From an optimization exercise on the open Yosys and OpenROAD flow, aimed at small area, a short achievable clock period and few clock cycles per item; shortcuts taken in it are not production practice. Only simulation tests tie the RTL to the original design; equivalence was not proved. Power is estimated from default activity; no workload was simulated.

[flow/design.v]
package noc_pkg;
    localparam int unsigned FLIT_W      = 42;
    localparam int unsigned COORD_W     = 4;
    localparam int unsigned TS_W        = 10;
    localparam int unsigned NID_FIELD_W = 16;
    localparam int unsigned CFG_W       = 1 + 2 * COORD_W;
    localparam int unsigned DST_X_LSB = 38;
    localparam int unsigned DST_Y_LSB = 34;
    localparam int unsigned SRC_X_LSB = 30;
    localparam int unsigned SRC_Y_LSB = 26;
    localparam int unsigned TS_LSB    = 16;
    localparam int unsigned NID_LSB   = 0;
    typedef enum logic [1:0] {
        StIdle,
        StScan,
        StSend
    } pkt_state_e;
    function automatic logic [FLIT_W-1:0] make_flit(
        input logic [COORD_W-1:0]     dst_x,
        input logic [COORD_W-1:0]     dst_y,
        input logic [COORD_W-1:0]     src_x,
        input logic [COORD_W-1:0]     src_y,
        input logic [TS_W-1:0]        ts,
        input logic [NID_FIELD_W-1:0] nid
    );
        make_flit = {dst_x, dst_y, src_x, src_y, ts, nid};
    endfunction
endpackage
module spike_fifo #(
    parameter int unsigned WIDTH = 6,
    parameter int unsigned DEPTH = 8
) (
    input  logic                         i_clk,
    input  logic                         i_rst,
    input  logic                         i_push,
    input  logic [WIDTH-1:0]             i_data,
    input  logic                         i_pop,
    output logic [WIDTH-1:0]             o_data,
    output logic                         o_full,
    output logic                         o_empty,
    output logic [$clog2(DEPTH+1)-1:0]   o_count
);
    localparam int unsigned AW = $clog2(DEPTH);
    localparam int unsigned CW = $clog2(DEPTH + 1);
    logic [WIDTH-1:0] mem_q [DEPTH];
    logic [AW-1:0]    wr_ptr_q, rd_ptr_q;
    logic [CW-1:0]    count_q, count_d;
    always_comb begin
        count_d = count_q;
        case ({i_push, i_pop})
            2'b10:   count_d = count_q + 1'b1;
            2'b01:   count_d = count_q - 1'b1;
            default: count_d = count_q;
        endcase
    end
    always_ff @(posedge i_clk) begin
        if (i_rst) begin
            wr_ptr_q <= '0;
            rd_ptr_q <= '0;
            count_q  <= '0;
        end else begin
            if (i_push) wr_ptr_q <= wr_ptr_q + 1'b1;
            if (i_pop)  rd_ptr_q <= rd_ptr_q + 1'b1;
            count_q <= count_d;
        end
    end
    always_ff @(posedge i_clk) begin
        if (i_push) mem_q[wr_ptr_q] <= i_data;
    end
    assign o_data  = mem_q[rd_ptr_q];
    assign o_full  = (count_q == CW'(DEPTH));
    assign o_empty = (count_q == '0);
    assign o_count = count_q;
endmodule
module spike_packetizer #(
    parameter int unsigned MY_X       = 0,
    parameter int unsigned MY_Y       = 0,
    parameter int unsigned NID_W      = 6,
    parameter int unsigned FANOUT     = 4,
    parameter int unsigned FIFO_DEPTH = 8
) (
    input  logic                              i_clk,
    input  logic                              i_rst,
    input  logic                              i_spk_valid,
    output logic                              o_spk_ready,
    input  logic [NID_W-1:0]                  i_spk_nid,
    input  logic                              i_cfg_we,
    input  logic [NID_W+$clog2(FANOUT)-1:0]   i_cfg_addr,
    input  logic [noc_pkg::CFG_W-1:0]         i_cfg_data,
    output logic                              o_flit_valid,
    input  logic                              i_flit_ready,
    output logic [noc_pkg::FLIT_W-1:0]        o_flit_data,
    output logic                              o_busy
);
    localparam int unsigned SLOT_W  = $clog2(FANOUT);
    localparam int unsigned ADDR_W  = NID_W + SLOT_W;
    localparam int unsigned ENTRIES = FANOUT << NID_W;
    localparam int unsigned CNT_W   = $clog2(FIFO_DEPTH + 1);
    localparam int unsigned FIFO_W  = NID_W;
    logic              push, pop, fifo_full, fifo_empty;
    logic [FIFO_W-1:0] push_data, pop_data;
    logic [CNT_W-1:0]  fifo_count;
    logic [NID_W-1:0]  fifo_nid;
    logic [noc_pkg::TS_W-1:0]   fifo_ts;
    assign push     = i_spk_valid && o_spk_ready;
    assign fifo_nid = pop_data[NID_W-1:0];
    assign push_data = i_spk_nid;
    assign fifo_ts   = '0;
    spike_fifo #(
        .WIDTH (FIFO_W),
        .DEPTH (FIFO_DEPTH)
    ) u_fifo (
        .i_clk   (i_clk),
        .i_rst   (i_rst),
        .i_push  (push),
        .i_data  (push_data),
        .i_pop   (pop),
        .o_data  (pop_data),
        .o_full  (fifo_full),
        .o_empty (fifo_empty),
        .o_count (fifo_count)
    );
    logic [ENTRIES-1:0][noc_pkg::CFG_W-1:0] tbl_q;
    for (genvar g = 0; g < ENTRIES; g++) begin : g_tbl
        always_ff @(posedge i_clk) begin
            if (i_rst) begin
                tbl_q[g] <= '0;
            end else if (i_cfg_we && (i_cfg_addr == ADDR_W'(g))) begin
                tbl_q[g] <= i_cfg_data;
            end
        end
    end
    noc_pkg::pkt_state_e         state_q, state_d;
    logic [SLOT_W-1:0]  slot_q, slot_d;
    logic [NID_W-1:0]   nid_q, nid_d;
    logic [noc_pkg::TS_W-1:0]    ts_q, ts_d;
    logic               valid_q, valid_d;
    logic [noc_pkg::FLIT_W-1:0]  flit_q, flit_d;
    logic [noc_pkg::CFG_W-1:0]   cur_entry;
    logic               last_slot;
    assign cur_entry = tbl_q[ADDR_W'({nid_q, slot_q})];
    assign last_slot = (slot_q == SLOT_W'(FANOUT - 1));
    always_comb begin
        state_d = state_q;
        slot_d  = slot_q;
        nid_d   = nid_q;
        ts_d    = ts_q;
        valid_d = valid_q;
        flit_d  = flit_q;
        pop     = 1'b0;
        unique case (state_q)
            noc_pkg::StIdle: begin
                if (!fifo_empty) begin
                    pop     = 1'b1;
                    nid_d   = fifo_nid;
                    ts_d    = fifo_ts;
                    slot_d  = '0;
                    state_d = noc_pkg::StScan;
                end
            end
            noc_pkg::StScan: begin
                if (cur_entry[noc_pkg::CFG_W-1]) begin
                    flit_d  = noc_pkg::make_flit(cur_entry[2*noc_pkg::COORD_W-1:noc_pkg::COORD_W], cur_entry[noc_pkg::COORD_W-1:0],
                                        noc_pkg::COORD_W'(MY_X), noc_pkg::COORD_W'(MY_Y), ts_q,
                                        noc_pkg::NID_FIELD_W'(nid_q));
                    valid_d = 1'b1;
                    state_d = noc_pkg::StSend;
                end else if (last_slot) begin
                    state_d = noc_pkg::StIdle;
                end else begin
                    slot_d = slot_q + 1'b1;
                end
            end
            noc_pkg::StSend: begin
                if (i_flit_ready) begin
                    valid_d = 1'b0;
                    if (last_slot) begin
                        state_d = noc_pkg::StIdle;
                    end else begin
                        slot_d  = slot_q + 1'b1;
                        state_d = noc_pkg::StScan;
                    end
                end
            end
            default: state_d = noc_pkg::StIdle;
        endcase
    end
    always_ff @(posedge i_clk) begin
        if (i_rst) begin
            state_q <= noc_pkg::StIdle;
            slot_q  <= '0;
            nid_q   <= '0;
            ts_q    <= '0;
            valid_q <= 1'b0;
            flit_q  <= '0;
        end else begin
            state_q <= state_d;
            slot_q  <= slot_d;
            nid_q   <= nid_d;
            ts_q    <= ts_d;
            valid_q <= valid_d;
            flit_q  <= flit_d;
        end
    end
    assign o_spk_ready  = !fifo_full;
    assign o_flit_valid = valid_q;
    assign o_flit_data  = flit_q;
    assign o_busy       = (state_q != noc_pkg::StIdle) || (fifo_count != '0);
endmodule
[flow/run.sh]
#!/bin/bash
# synth_recipe.tcl (not shown) runs the flow's synth.tcl, then flattens the netlist and writes it again
# the make line also repeats each setting of config.mk as NAME=value (left out here)
make -C /OpenROAD-flow-scripts/flow DESIGN_CONFIG=/design/flow/config.mk WORK_HOME=/design/flow/orfs CLKGATE_MAP_FILE= SYNTH_SCRIPT=/design/flow/synth_recipe.tcl finish
[flow/config.mk]
export PLATFORM = sky130hd
export DESIGN_NAME = spike_packetizer
export DESIGN_NICKNAME = spike_packetizer
export VERILOG_FILES = /design/flow/design.v
export SDC_FILE = /design/flow/constraint.sdc
export NUM_CORES = 4
export LEC_CHECK = 0
export CAP_MARGIN = 20
export CORE_MARGIN = 2
export CORE_UTILIZATION = 40
export SLEW_MARGIN = 20
[flow/constraint.sdc]
create_clock -name core_clock -period 5.0 [get_ports {i_clk}]
set_input_delay 1.0000 -clock core_clock [delete_from_list [all_inputs] [get_ports {i_clk}]]
set_output_delay 1.0000 -clock core_clock [all_outputs]
set_load 0.01 [all_outputs]
==> run notes <==
==> final cells by class <==
| class | instances | area share (%) |
|---|---|---|
| Clock inverter | 65 | 0.610 |
| Inverter | 12 | 0.0454 |
| Clock buffer | 392 | 6.97 |
| Multi-Input combinational cell | 8408 | 43.6 |
| Timing Repair Buffer | 396 | 3.33 |
| Antenna cell | 18 | 0.0389 |
| Sequential cell | 2387 | 41.7 |
| Tap cell | 3366 | 3.64 |
==> cell usage after synthesis, types with 26 or more instances <==
library cell / n / area, um^2
nor2_1: 615 / 2310
buf_6: 26 / 293
buf_1: 39 / 146
o22ai_1: 26 / 163
buf_4: 55 / 413
nand2_1: 4380 / 16400
mux2i_1: 410 / 4100
edfxtp_1: 48 / 1440
mux4_2: 645 / 14500
clkbuf_1: 625 / 2350
buf_2: 59 / 295
a21oi_1: 2051 / 10300
dfxtp_1: 2339 / 46800
==> final timing paths <==
kind / from / endpoint / slack, ns / cells past startpoint
worst max-delay path: slot_q[1] / flit_q[40] / 0.42 / 11
worst min-delay path: tbl_q[522] / tbl_q[522] / 0.45 / 2
worst max register to register: slot_q[1] / flit_q[40] / 0.42 / 11
worst min register to register: tbl_q[522] / tbl_q[522] / 0.45 / 2
==> metal layers <==
layer	up-vias	part of all wire (%)
li1	39148	-
met1	42552	39
met2	4579	45
met3	944	10
met4	12	5.8
met5	-	0.022
==> sequential cells by signal, indices dropped and copies added, names as in the netlist <==
name / flops
u_fifo.rd_ptr_q: 3
state_q: 2
slot_q: 2
u_fifo.mem_q: 48
flit_q: 14
u_fifo.count_q: 4
nid_q: 6
u_fifo.wr_ptr_q: 3
valid_q: 1
tbl_q: 2304
==> critical path, cell delays in order, from the launching register on <==
cell and delay, ns:
dfxtp_4 0.96, buf_4 0.31, buf_4 0.26, mux4_2 0.37, mux4_2 0.59, nand2_1 0.28
a21oi_1 0.11, a2111oi_0 0.98, buf_4 0.29, nor4_1 0.06, mux2i_1 0.16, nor2_1 0.05
==> logic make-up after synthesis <==
kind of cell               count (synthesis)  synth area share [%]
muxes                                   1085                  18.9
xor gates and xnor gates                   6                0.0514
buffers and inverters                    833                  3.75
AOI/OAI and AO/OA                       2171                  10.9
and+or+nand+nor                         5107                  19.0
DFF                                     2387                  47.2
other                                      1               0.00367
adders and majority gates                 11                 0.142
==> power breakdown <==
group	internal (mW)	total [mW]	switching [mW]
registers	19.2	19.5	0.337
clock network	11.8	19.8	7.98
logic	2.83	7.63	4.80
total	33.9	47.0	13.1
==> per-stage QoR <==
step,power [mW],hold WS (ns),cell area [um^2],util [%]
final,47.0,0.450,116000,45.5
after global placement,27.5,0.437,107000,42.0
after global routing,48.3,0.466,116000,45.5
after CTS,47.1,0.451,116000,45.5
after detailed placement,27.5,0.443,107000,42.0
after floorplan,25.1,0.432,102000,-
==> run notes <==
status=finished clean; multi-input logic area=50400 um^2; fin cells=around 15000; cts bufs inserted=274; Row Count=approximately 190; Worst Setup Start Kind=flip-flop; pwr dens=approximately 410 nW/um^2; vias post-DR=slightly below 90000; final worst setup slack=0.418 ns; Crit Path Category=reg2reg; Synth Flop Type=dfxtp_1; leakage=between 30 and 40 nW; IO buf count=44; maxcap violations=0; mapped cell area=102000 um^2; Hold Vio Cnt, Final=0; final WL=approximately 360000 um; minimum clock period=4.58 ns; syn avg cell area=around 8.8 um^2; Clk pin slew, worst setup/hold paths=0.06 ns; RSZ-0062 raised after global routing=false; synthesis-stage register bit count=2387; initial core utilization=40.2%; placed instance count=14568; busiest grt layer=met2; CP Capture Type=flip-flop; vias in the first global route=82194; most frequent cells in the layout=4380 x nand2_1, 2334 x dfxtp_1, 2051 x a21oi_1; Pre-Repair DR Iteration Count=8; EDFF count, synth=48; die height=510 um; # IOs=73; met1 Usage GRT=between 30% and 40%; met3 usage=about 5.9%; fill count=23896; H-tree depth=5; DRC violations left=0; Fmax=218 MHz; maximum fanout along the worst path=34; Finish-stage setup viols=0; Hold Crit Class=reg2reg; Clock Tree Buf Depth=4; crit path DAT=5.38 ns; Syn Inst Count=11601; clk_skew=around 0.063 ns; Die Wd=510 um; pre-CTS setup slack=between 0.5 and 0.6 ns; Initial DRC Count=roughly 12000; Post-synth ARST share=0%; Final Cycle Share=91.6%; Nets=11518; Post-CTS Setup Bufs=0; CTS root buf=clkbuf_16; cts repair resizes=0; Synth cell types=61; worst relative slew slack=19.9%; Clock Sinks=2387; Tightest Pin Transition=approximately 1.2 ns; CTS tree=done; required time of the critical path=5.79 ns; die area=260000 um^2; GR met2 Demand/Resource=41.6%; largest net degree at the start of global routing=about 190; Core ar.=254000 um^2; gpl congestion=0.935; hpwl dp=230000 um; GRT Total Usage=26.9%; ANT nets after route=0; FF+latch area=48300 um^2; Max VDD drop=~0.00034 V; first-pass GRT wire length=around 530000 um; grt ovf=0; Hold-fix buffers, CTS=0; Ys Warns=2; layout cells sized above 1=12.6%; post-synthesis sequential area ratio=~47%; commonest non-fill, non-tap cell in the layout=nand2_1; Clock Latency Late Sink=approximately 0.94 ns; Routed wire per std cell=23.9 um; Slew Limit Fails=0; via/cell ratio=5.80; initial antenna violation count=24; Syn-to-layout area delta=13.1%; setup TNS=0 ns
Testbench counts, summed over its fixed seeds: cycles 29,130, flits 8,647.

## static timing again, ports no longer ideal
No port has a modelled driver above. Below, the same layout with a new extraction and two added sets of constraints. Step 1, drivers: a clkbuf_16 drives i_clk and a buf_2 each remaining input, both assumed. Step 2 adds t to the input delays and takes it off the output delays; t is the mean of the earliest and latest rising clock arrival at the registers after step 1. Input paths then give back, and output paths get back, about the clock's delay inside the block. a / b / c = ideal ports / drivers / drivers and shift; a / b = the first two.
t, ns: 1.010
slack for setup (ns): 0.418 / 0.418 / 0.222
worst register clock-pin slew, ns: 0.06 / 0.06
After both steps this run still meets setup and hold. For this run, drivers alone change the setup slack by 0.000 ns; drivers and shift together by -0.196 ns.
